This design comes from an exercise in tuning for small area and a short achievable clock period on the open sky130 flow, not from production work. Function was not checked in any run shown here: the RTL went through the layout flow alone.

File: flow/design.v
module param_router #(
  parameter int N_IN      = 17,
  parameter int N_OUT     = 3,
  parameter int DATA_W    = 16,
  parameter int DEPTH     = 4,
  parameter int PARITY_EN = 1
) (
  input  logic                    clk,
  input  logic                    reset,
  input  logic [N_IN*DATA_W-1:0]  in_data,
  input  logic [N_IN-1:0]         in_valid,
  output logic [N_IN-1:0]         in_ready,
  output logic [N_OUT*DATA_W-1:0] out_data,
  output logic [N_OUT-1:0]        out_valid,
  input  logic [N_OUT-1:0]        out_ready,
  output logic [N_IN-1:0]         fifo_full,
  output logic [15:0]             drop_count
);
  localparam int IW = 5;
  localparam int SW = DATA_W - 1;    
  logic [SW-1:0]   mem    [N_IN][4];
  logic [1:0]      rd_ptr [N_IN];
  logic [2:0]      cnt    [N_IN];
  logic [N_IN-1:0] push, pop, drop, nonempty;
  logic [SW-1:0]   head   [N_IN];
  logic [1:0]      hdest  [N_IN];
  logic [N_IN-1:0] req    [N_OUT];
  logic [N_IN-1:0] gnt    [N_OUT];
  logic [N_OUT-1:0] gnt_valid, load_en;
  logic [IW-1:0]   gnt_idx    [N_OUT];
  logic [IW-1:0]   last_grant [N_OUT];
  logic [DATA_W-1:0] slot     [N_OUT];
  logic [4:0]      n_drop, n_reg, dc_l, dc_lo;
  logic [10:0]     dc_h, dc_h1, dc_up;
  logic            dc_sat, dc_h_ones, dc_cy, dc_now;
  always_comb begin
    logic [DATA_W-1:0] word;
    logic bad;
    for (int i = 0; i < N_IN; i++) begin
      word        = in_data[i*DATA_W +: DATA_W];
      bad         = (&word[15:14]) | (^word);
      fifo_full[i] = cnt[i][2];
      in_ready[i]  = ~cnt[i][2];
      nonempty[i]  = |cnt[i];
      push[i]      = in_valid[i] & ~cnt[i][2] & ~bad;
      drop[i]      = in_valid[i] & ~cnt[i][2] & bad;
      head[i]      = mem[i][rd_ptr[i]];
      hdest[i]     = head[i][SW-1 -: 2];
    end
  end
  function automatic logic [15:0] tmerge(input logic [7:0] a, input logic [7:0] b,
                                         input int na, input int nb);
    logic [15:0] r;
    int y;
    r = '0;
    for (int k = 1; k <= na + nb; k++) begin
      for (int x = 0; x <= na; x++) begin
        y = k - x;
        if (y >= 0 && y <= nb)
          r[k-1] = r[k-1] | ((x == 0 ? 1'b1 : a[x-1]) & (y == 0 ? 1'b1 : b[y-1]));
      end
    end
    tmerge = r;
  endfunction
  always_comb begin
    logic [1:0]  t2 [8];
    logic [3:0]  t4 [4];
    logic [7:0]  t8 [2];
    logic [15:0] r, t16;
    logic [16:0] t17;
    logic        oh;
    for (int g = 0; g < 8; g++) begin
      r = tmerge({7'b0, drop[2*g]}, {7'b0, drop[2*g+1]}, 1, 1);
      t2[g] = r[1:0];
    end
    for (int g = 0; g < 4; g++) begin
      r = tmerge({6'b0, t2[2*g]}, {6'b0, t2[2*g+1]}, 2, 2);
      t4[g] = r[3:0];
    end
    for (int g = 0; g < 2; g++) begin
      r = tmerge({4'b0, t4[2*g]}, {4'b0, t4[2*g+1]}, 4, 4);
      t8[g] = r[7:0];
    end
    t16 = tmerge(t8[0], t8[1], 8, 8);
    t17[0] = t16[0] | drop[16];
    for (int k = 1; k < 16; k++) t17[k] = t16[k] | (t16[k-1] & drop[16]);
    t17[16] = t16[15] & drop[16];
    n_drop = '0;
    for (int k = 0; k <= 17; k++) begin
      oh = (k == 0 ? 1'b1 : t17[k-1]) & (k == 17 ? 1'b1 : !t17[k]);
      if (oh) n_drop = n_drop | 5'(k);
    end
  end
  always_comb begin
    logic [4:0] g, p;
    logic [5:0] c;
    g = dc_l & n_reg;
    p = dc_l ^ n_reg;
    c[0] = 1'b0;
    for (int j = 0; j < 5; j++) c[j+1] = g[j] | (p[j] & c[j]);
    dc_lo  = p ^ c[4:0];
    dc_cy  = c[5];
    dc_up  = dc_cy ? dc_h1 : dc_h;
    dc_now = dc_sat | (dc_cy & dc_h_ones);
  end
  assign drop_count = {dc_up | {11{dc_now}}, dc_lo | {5{dc_now}}};
  always_comb begin
    logic [N_IN-1:0] mask, rh, pre_h, pre_a;
    logic any_h;
    for (int o = 0; o < N_OUT; o++) begin
      load_en[o] = ~out_valid[o] | out_ready[o];
      for (int i = 0; i < N_IN; i++) begin
        req[o][i] = nonempty[i] & (hdest[i] == 2'(o));
        mask[i]   = (IW'(i) > last_grant[o]);
      end
      rh    = req[o] & mask;
      any_h = |rh;
      pre_h[0] = 1'b0;
      pre_a[0] = 1'b0;
      for (int i = 1; i < N_IN; i++) begin
        pre_h[i] = pre_h[i-1] | rh[i-1];
        pre_a[i] = pre_a[i-1] | req[o][i-1];
      end
      gnt[o]       = any_h ? (rh & ~pre_h) : (req[o] & ~pre_a);
      gnt_valid[o] = |req[o];
      gnt_idx[o]   = '0;
      for (int i = 0; i < N_IN; i++) begin
        if (gnt[o][i]) gnt_idx[o] = gnt_idx[o] | IW'(i);
      end
    end
  end
  always_comb begin
    pop = '0;
    for (int o = 0; o < N_OUT; o++) begin
      pop = pop | (gnt[o] & {N_IN{load_en[o]}});
    end
  end
  always_ff @(posedge clk) begin
    for (int i = 0; i < N_IN; i++) begin
      for (int k = 0; k < 4; k++) begin
        if (!cnt[i][2] && (2'(rd_ptr[i] + cnt[i][1:0]) == 2'(k)))
          mem[i][k] <= in_data[i*DATA_W + 1 +: SW];
      end
    end
  end
  always_ff @(posedge clk or negedge reset) begin
    if (!reset) begin
      for (int i = 0; i < N_IN; i++) begin
        rd_ptr[i] <= '0;
        cnt[i]    <= '0;
      end
    end else begin
      for (int i = 0; i < N_IN; i++) begin
        if (pop[i]) rd_ptr[i] <= rd_ptr[i] + 2'd1;
        case ({push[i], pop[i]})
          2'b10:   cnt[i] <= cnt[i] + 3'd1;
          2'b01:   cnt[i] <= cnt[i] - 3'd1;
          default: cnt[i] <= cnt[i];
        endcase
      end
    end
  end
  always_comb begin
    for (int o = 0; o < N_OUT; o++) begin
      out_data[o*DATA_W +: DATA_W] = slot[o];
    end
  end
  always_ff @(posedge clk) begin
    dc_h1 <= dc_up + 11'd1;
  end
  always_ff @(posedge clk) begin
    logic [SW-1:0] d;
    for (int o = 0; o < N_OUT; o++) begin
      if (load_en[o]) begin
        d = '0;
        for (int i = 0; i < N_IN; i++) d = d | (head[i] & {SW{gnt[o][i]}});
        slot[o] <= {d, ^d};
      end
    end
  end
  always_ff @(posedge clk or negedge reset) begin
    if (!reset) begin
      out_valid <= '0;
      n_reg     <= '0;
      dc_l      <= '0;
      dc_h      <= '0;
      dc_sat    <= 1'b0;
      dc_h_ones <= 1'b0;
      for (int o = 0; o < N_OUT; o++) last_grant[o] <= IW'(N_IN - 1);
    end else begin
      n_reg     <= n_drop;
      dc_l      <= dc_lo;
      dc_h      <= dc_up;
      dc_sat    <= dc_now;
      dc_h_ones <= &dc_up;
      for (int o = 0; o < N_OUT; o++) begin
        if (load_en[o]) begin
          out_valid[o] <= gnt_valid[o];
          if (gnt_valid[o]) last_grant[o] <= gnt_idx[o];
        end
      end
    end
  end
endmodule
File: flow/flow/run.sh
#!/bin/bash
# Standard ORFS layout (the standard.sh, standard synthesis unchanged) with
# a tighter setup repair target and single-drive port buffers.
# ORFS writes each step's full log under orfs/logs/; make's own output goes to
# flow_make.log in the work folder.
set -euo pipefail
MARGIN=${MARGIN:-6.6}
bash standard.sh \
  SETUP_SLACK_MARGIN=$MARGIN \
  "BUFFER_PORTS_ARGS=-buffer_cell sky130_fd_sc_hd__buf_1" \
  finish > flow_make.log 2>&1
File: flow/standard.sh
#!/bin/bash
# synth_recipe.tcl (not shown) runs the flow's synth.tcl, then flattens the netlist and writes it again
# the make line also repeats each setting of config.mk as NAME=value (left out here)
make -C /OpenROAD-flow-scripts/flow DESIGN_CONFIG=/design/flow/config.mk WORK_HOME=/design/flow/orfs CLKGATE_MAP_FILE= SYNTH_SCRIPT=/design/flow/synth_recipe.tcl "${@:-finish}"
File: flow/config.mk
export PLATFORM = sky130hd
export DESIGN_NAME = param_router
export DESIGN_NICKNAME = param_router
export VERILOG_FILES = /design/flow/design.v
export SDC_FILE = /design/flow/constraint.sdc
export NUM_CORES = 4
export LEC_CHECK = 0
export CAP_MARGIN = 20
export CORE_MARGIN = 2
export CORE_UTILIZATION = 40
export CTS_BUF_LIST = sky130_fd_sc_hd__clkbuf_8 sky130_fd_sc_hd__clkbuf_4
export SLEW_MARGIN = 20
File: flow/constraint.sdc
create_clock -name core_clock -period 11.0 [get_ports {clk}]
set_input_delay 2.2000 -clock core_clock [delete_from_list [all_inputs] [get_ports {clk}]]
set_output_delay 2.2000 -clock core_clock [all_outputs]
set_load 0.01 [all_outputs]
==> results.yml, run 1 <==
placement:
  io_buffers: 394
  dpl_worst_slack_ps: 3140
  dp_hpwl_um: 238000
  finalWeightedCongestion: 1.13
synth:
  yosys_register_bits: 1205
  synth.cell_area_um2: 60700
  syn_inst: 5018
  synth_top_area_frac: 0.528
  synth_cell_type_count: 113
  yosysTopAreaCell: "edfxtp_1"
  async_flop_share: 0.105
  yosys_warnings: 14
  yosys.area_share.simple: 0.112
  synth-xor-area-share: 0.0631
  yosysSeqAreaShare: 0.584
  synth_mux_area_frac: 0.00573
  synthAdderAreaFrac: 0.0319
  ys_top_cells_by_area: "edfxtp_1, a22oi_1, dfrtp_1"
  synth_compound_area_frac: 0.175
  ys.flop_type: "edfxtp_1"
  syn_avg_cell_area_um2: 12.1
  synth_top_family_by_area: "compound AO/OA/AOI/OAI gates"
  synth_edf_count: 1068
layout:
  drive_above_1_share: 0.379
  fillers: 12500
  largest_register: "mem"
  syn2layout_area_growth_pct: 38.8
  utilization: 0.561
  largest_reg_flops: 1020
  final_net_count: 6789
  reg_top3: "mem x1020, cnt x51, slot x48"
cts:
  clkSinkCount: 1205
  clk_path_buf_depth: 3
  cts_made_buffers: 197
  root_buffer: "clkbuf_8"
  clkTransAtPathRegs_ps: 70
  cts_tree: "built"
  clock_latency_ps: 970
  cts_max_level: 4
setup_path:
  worstSetupEndpointType: "register"
  worstPathArrival_ps: 6610
  required_ps: 11720
  cp_max_fo: 6
  path_class: "register to register"
  startpoint_type: "register"
sta:
  skew_ps: 86.8
  setup_violations: 0
  fin_setup_tns_ps: 0
  fin_crit_sh: 0.536
  slew_viol_final: 0
  setup_slack_ps: 5110
  relSlewSlack: 0.0720
  rsz0062_at_grt: "true"
  worstMarginPinSlew_ps: 1390
  min_period_ps: 5890
  finalHoldViolations: 0
  max_freq_mhz: 170
drt:
  drt_iter0_drc: 7230
  drc_errors: 0
  totalWireLength_um: 331000
  vias_per_cell: 6.46
  wl_per_cell_um: 38.7
  drtAntennaViolNets: 0
  dr.pass1.iters: 9
  routed-via-count: 55300
floorplan:
  rows: 142
  initial_core_util: 0.404
  die-area_um2: 155000
  die-height_um: 394
  core_area_um2: 150000
  ios: 395
  die_w_um: 394
global_route:
  grt_max_degree: 50
  overflow: 0
  grt.total_usage: 0.415
  grt_pass1_wl_um: 443000
  grt_pass1_vias: 52700
  antenna_found_initial: 42
hold_path:
  hold_class: "register to register"
run_status:
  status: "finished clean"
run:
  cap_violations: 0
cell usage after synthesis (all sizes together) (85+ instances only):
cell type	instances
o21ai	211
ha	121
dfrtp	123
a22oi	559
edfxtp	1068
a21oi	85
nand2	281
nor2	430
inv	176
nand3	183
nor3	111
a31oi	150
xnor2	243
clkbuf	198
placed cells by master (no fill, tap or decap), types with 32 or more instances in the layout:
master	synthesis	routed
a222oi_1	39	39
nor2_4	1	34
edfxtp_1	1068	1068
a31oi_1	150	80
a22oi_1	559	525
ha_4	0	82
o21ai_1	26	58
buf_1	12	298
nor2_2	2	56
inv_2	1	45
nor3_1	109	50
nor2b_1	37	35
dfrtp_2	0	32
a22oi_2	0	34
nand4_1	61	61
nor2_1	427	340
o21ai_4	0	38
clkbuf_8	0	206
o21ai_0	185	88
xnor3_1	55	42
buf_2	17	57
buf_12	0	76
dfrtp_1	123	91
clkinv_1	2	35
xor2_1	45	42
nor3_2	2	44
a21oi_1	85	65
clkbuf_4	0	67
o211ai_1	39	39
buf_6	4	159
clkinv_2	0	36
nand2_1	281	227
o22ai_1	67	55
xnor2_1	243	222
buf_4	19	727
nand3_1	182	150
inv_1	175	118
a31oi_2	0	61
routing by layer:
layer	track usage	wire, um	vias to the layer above
li1	-	-	22600
met1	0.534	127000	28100
met2	0.615	141000	3729
met3	0.132	37600	926
met4	0.237	24600	20
met5	0.00400	261	-
cell families after synthesis:
group | Yosys count
AOI/OAI and AO/OA | 1478
xor gates and xnor gates | 346
other | 1
buffers and inverters | 428
and+or+nand+nor | 1385
adders and majority gates | 142
muxes | 33
DFF | 1205
repair_timing:
action	CTS	global route
hold buffers	0	0
pin swaps	313	203
setup buffers	536	160
cloned	23	0
endpoints found under the setup margin	167	156
resized for setup	993	331
cell type report:
type                    instances  area [um^2]  area share
clock inverters               103          993      0.0118
repair buffers               1369        10800       0.128
clock buffers                 271         3320      0.0394
well taps                    2016         2520      0.0299
inverters                     178          712     0.00844
flip-flops and latches       1205        35500       0.421
multi-input cells            3402        30400       0.361
diodes                         24         60.1    0.000712
final timing paths:
kind / from / endpoint / slack (ps) / depth (start not counted)
worst min register to register: dc_h1[0]$_DFF_P_ / dc_h1[0]$_DFF_P_ / 500 / 1
max in group asynchronous: reset / rd_ptr[7][0]$_DFFE_PN0P_ / 8270 / 2
worst max register to register: rd_ptr[16][0]$_DFFE_PN0P_ / slot[2][0]$_DFFE_PP_ / 5110 / 18
worst min-delay path: dc_h1[0]$_DFF_P_ / dc_h1[0]$_DFF_P_ / 500 / 1
min in group asynchronous: reset / cnt[2][0]$_DFFE_PN0P_ / 1300 / 1
worst max-delay path: rd_ptr[16][0]$_DFFE_PN0P_ / slot[2][0]$_DFFE_PP_ / 5110 / 18
per-stage QoR:
step	instances	hold slack (ps)	cell area [um^2]
2_1_floorplan	5021	470	62200
3_3_place_gp	7444	493	67700
3_5_place_dp	7450	498	67800
4_1_cts	8383	506	81600
5_1_grt	8553	518	84300
6_report	8568	503	84300
critical path, stage by stage (launching register included):
cell      delay (ps)
dfrtp_2          460
buf_6            140
ha_4             140
or4_4            550
and3_4           190
or2_4            230
or3b_4           470
o221ai_4         320
nand4b_4         220
buf_12           130
buf_4            120
nor3_4            60
buf_4            200
a22oi_1          660
nand4_1          510
nand3b_1         420
xor2_1           270
xor3_1           370
xor3_1           210
==> inputs of run 2 (changes only) <==
==> flow/run.sh (new file) <==
#!/bin/bash
# synth_recipe.tcl (not shown) runs the flow's synth.tcl, then flattens the netlist and writes it again
# the make line also repeats each setting of config.mk as NAME=value (left out here)
make -C /OpenROAD-flow-scripts/flow DESIGN_CONFIG=/design/flow/config.mk WORK_HOME=/design/flow/orfs CLKGATE_MAP_FILE= SYNTH_SCRIPT=/design/flow/synth_recipe.tcl finish
--- a/flow/config.mk
+++ b/flow/config.mk
@@ -8,5 +8,5 @@
 export CAP_MARGIN = 20
 export CORE_MARGIN = 2
 export CORE_UTILIZATION = 40
-export CTS_BUF_LIST = sky130_fd_sc_hd__clkbuf_8 sky130_fd_sc_hd__clkbuf_4
+export SETUP_SLACK_MARGIN = 5
 export SLEW_MARGIN = 20
removed: flow/flow/run.sh
removed: flow/standard.sh
==> results.yml, run 2 <==
layout:
  fillers: 13200
  multi_input_area_um2: 26500
  final-seq-area_um2: 35500
  final_common_cell: "edfxtp_1"
  layout_common_cells: "edfxtp_1, a22oi_1, buf_4, clkdlybuf4s50_1, nor2_1"
  syn2layout_area_growth_pct: 27.7
  largest_register: "mem"
  reg_top3: "mem x1020, cnt x51, slot x48"
  final_net_count: 6220
  drive_above_1_share: 0.210
  largest_reg_flops: 1020
  utilization: 0.516
  finalInstanceArea_um2: 77500
drt:
  drc_errors: 0
  drtAntennaViolNets: 0
  dr.pass1.iters: 9
  drt_iter0_drc: 7172
  totalWireLength_um: 310000
  wl_per_cell_um: 39.1
  vias_per_cell: 6.57
  routed-via-count: 52100
global_route:
  overflow: 0
  grt_pass1_vias: 49800
  grt.total_usage: 0.388
  grt_max_degree: 46
  antenna_found_initial: 29
  grt_pass1_wl_um: 416000
cts:
  cts_hold_buffers: 0
  clk_path_buf_depth: 3
  clock_latency_ps: 800
  clkTransAtPathRegs_ps: 60
  clkSinkCount: 1205
  root_buffer: "clkbuf_16"
  cts_tree: "built"
  cts_made_buffers: 133
  cts_max_level: 4
setup_path:
  path_class: "register to register"
  crit_top_cell: "nand4_1"
  startpoint_type: "register"
  cp_top_family: "simple AND/OR/NAND/NOR gates"
  cp_cell_sequence: "inv_1 -> ha_1 -> buf_4 -> or4_4 -> buf_6 -> o21a_1 -> or3_1 -> and3_2 -> nand4_1 -> buf_6 -> buf_4 -> a21oi_1 -> a2111oi_0 -> nand4_1 -> a211oi_1 -> nand4_1 -> xor2_1 -> xnor3_1 -> xnor3_1"
  crit_buf_inv: 5
  cp_max_fo: 20
  worstPathArrival_ps: 6760
  slowest_delay_ps: 550
  worstSetupEndpointType: "register"
  crit_slowest_cell: "or3_1"
  required_ps: 11540
synth:
  yosys_register_bits: 1205
  syn_avg_cell_area_um2: 12.1
  yosys_warnings: 14
  synth_common_cells: "edfxtp_1, a22oi_1, nor2_1"
  synth_edf_count: 1068
  yosysTopAreaCell: "edfxtp_1"
  ys.flop_type: "edfxtp_1"
  yosysMostFrequentCell: "edfxtp_1"
  ys_top_cells_by_area: "edfxtp_1, a22oi_1, dfrtp_1"
  synth.cell_area_um2: 60700
  syn_inst: 5018
  synth_top_area_frac: 0.528
  yosysSeqAreaShare: 0.584
  synth_cell_type_count: 113
  async_flop_share: 0.105
floorplan:
  ios: 395
  rows: 142
  core_area_um2: 150000
  die_w_um: 394
  initial_core_util: 0.404
  die-area_um2: 155000
  die-height_um: 394
sta:
  skew_ps: 31.1
  setup_violations: 0
  fin_setup_tns_ps: 0
  max_freq_mhz: 161
  finalHoldViolations: 0
  rsz0062_at_grt: "true"
  slew_viol_final: 0
  min_period_ps: 6210
  relSlewSlack: 0.0741
  worstMarginPinSlew_ps: 1370
  fin_crit_sh: 0.565
placement:
  dp_hpwl_um: 230000
  io_buffers: 394
  finalWeightedCongestion: 1.15
  placed_area_um2: 69200
run_status:
  status: "finished clean"
hold_path:
  hold_class: "register to register"
run:
  cap_violations: 0
-- run 2: stage by stage --
stage / std cells / hold slack, ps / worst slack, ps
finish: 7930 / 512 / 4790
global route: 7910 / 528 / 4800
CTS: 7827 / 508 / 4950
detailed placement: 7487 / 496 / 3190
global placement: 7484 / 484 / 3240
floorplan: 5021 / 453 / 5010
-- run 2: kinds of logic (layout without fill, tap and decap cells) --
| kind of cell | count (synthesis) | in the layout | synth area share |
|---|---|---|---|
| and+or+nand+nor | 1385 | 1390 | 0.112 |
| muxes | 33 | 33 | 0.00573 |
| adders and majority gates | 142 | 142 | 0.0319 |
| other | 1 | 26 | 0.0000617 |
| xor gates and xnor gates | 346 | 346 | 0.0631 |
| buffers and inverters | 428 | 1293 | 0.0286 |
| AOI/OAI and AO/OA | 1478 | 1479 | 0.175 |
| DFF | 1205 | 1205 | 0.584 |
-- run 2: cell type report --
class,instances,share of cell area
sequential,1205,0.457
multi-input combinational,3394,0.342
timing repair buffer,872,0.104
clock buffer,169,0.0459
tap,2016,0.0325
clock inverter,74,0.00939
inverter,178,0.00865
antenna,22,0.000710
-- run 2: final timing paths --
| check | startpoint | end | slack [ps] | depth (start not counted) |
|---|---|---|---|---|
| setup / recovery | rd_ptr[14][0]$_DFFE_PN0P_ | slot[0][0]$_DFFE_PN_ | 4790 | 19 |
| hold / removal | cnt[0][0]$_DFFE_PN0P_ | cnt[0][0]$_DFFE_PN0P_ | 510 | 1 |
| setup reg to reg | rd_ptr[14][0]$_DFFE_PN0P_ | slot[0][0]$_DFFE_PN_ | 4790 | 19 |
| hold reg to reg | cnt[0][0]$_DFFE_PN0P_ | cnt[0][0]$_DFFE_PN0P_ | 510 | 1 |
| max in group asynchronous | reset | rd_ptr[1][0]$_DFFE_PN0P_ | 8370 | 2 |
| min in group asynchronous | reset | cnt[4][1]$_DFFE_PN0P_ | 1360 | 1 |
-- run 2: timing repair --
item	in CTS	in global routing
gates resized for setup	362	175
pin swaps	48	84
buffers inserted	90	74
endpoints found under the setup margin	130	46
cloned	7	3
-- run 2: metal layers --
metal	track usage	up-vias	part of all wire
met2	0.568	3469	0.43
met5	0	-	0.00060
met4	0.221	14	0.069
met3	0.133	929	0.11
li1	-	21300	-
met1	0.500	26400	0.39

## re-timing with driven ports
The flow's constraints put no driver on any port. The routed layouts listed below were extracted and timed again, unchanged, in two steps. Step 1 sets driving cells, clkbuf_16 on the clock port and buf_2 on the other inputs (assumed; they add their load-dependent delay and slew). Step 2 also shifts input and output timing later by t, the mid clock arrival at the registers, as if the neighbouring blocks saw the same clock. Slacks: no drivers / after step 1 / after step 2; pairs: no drivers / after step 1.
| run | t, ns | slack for setup (ns) | hold WS [ns] | latest minus earliest clock arrival (ns) |
|---|---|---|---|---|
| run 1 | 1.020 | 5.108 / 5.108 / 4.710 | 0.503 / 0.503 / 0.503 | 0.087 / 0.087 |
| run 2 | 0.866 | 4.785 / 4.785 / 4.263 | 0.512 / 0.512 / 0.512 | 0.033 / 0.032 |
After both steps setup and hold are still met in every run listed. For run 2, which loses most, drivers alone change the setup slack by 0.000 ns; drivers and shift together by -0.522 ns.
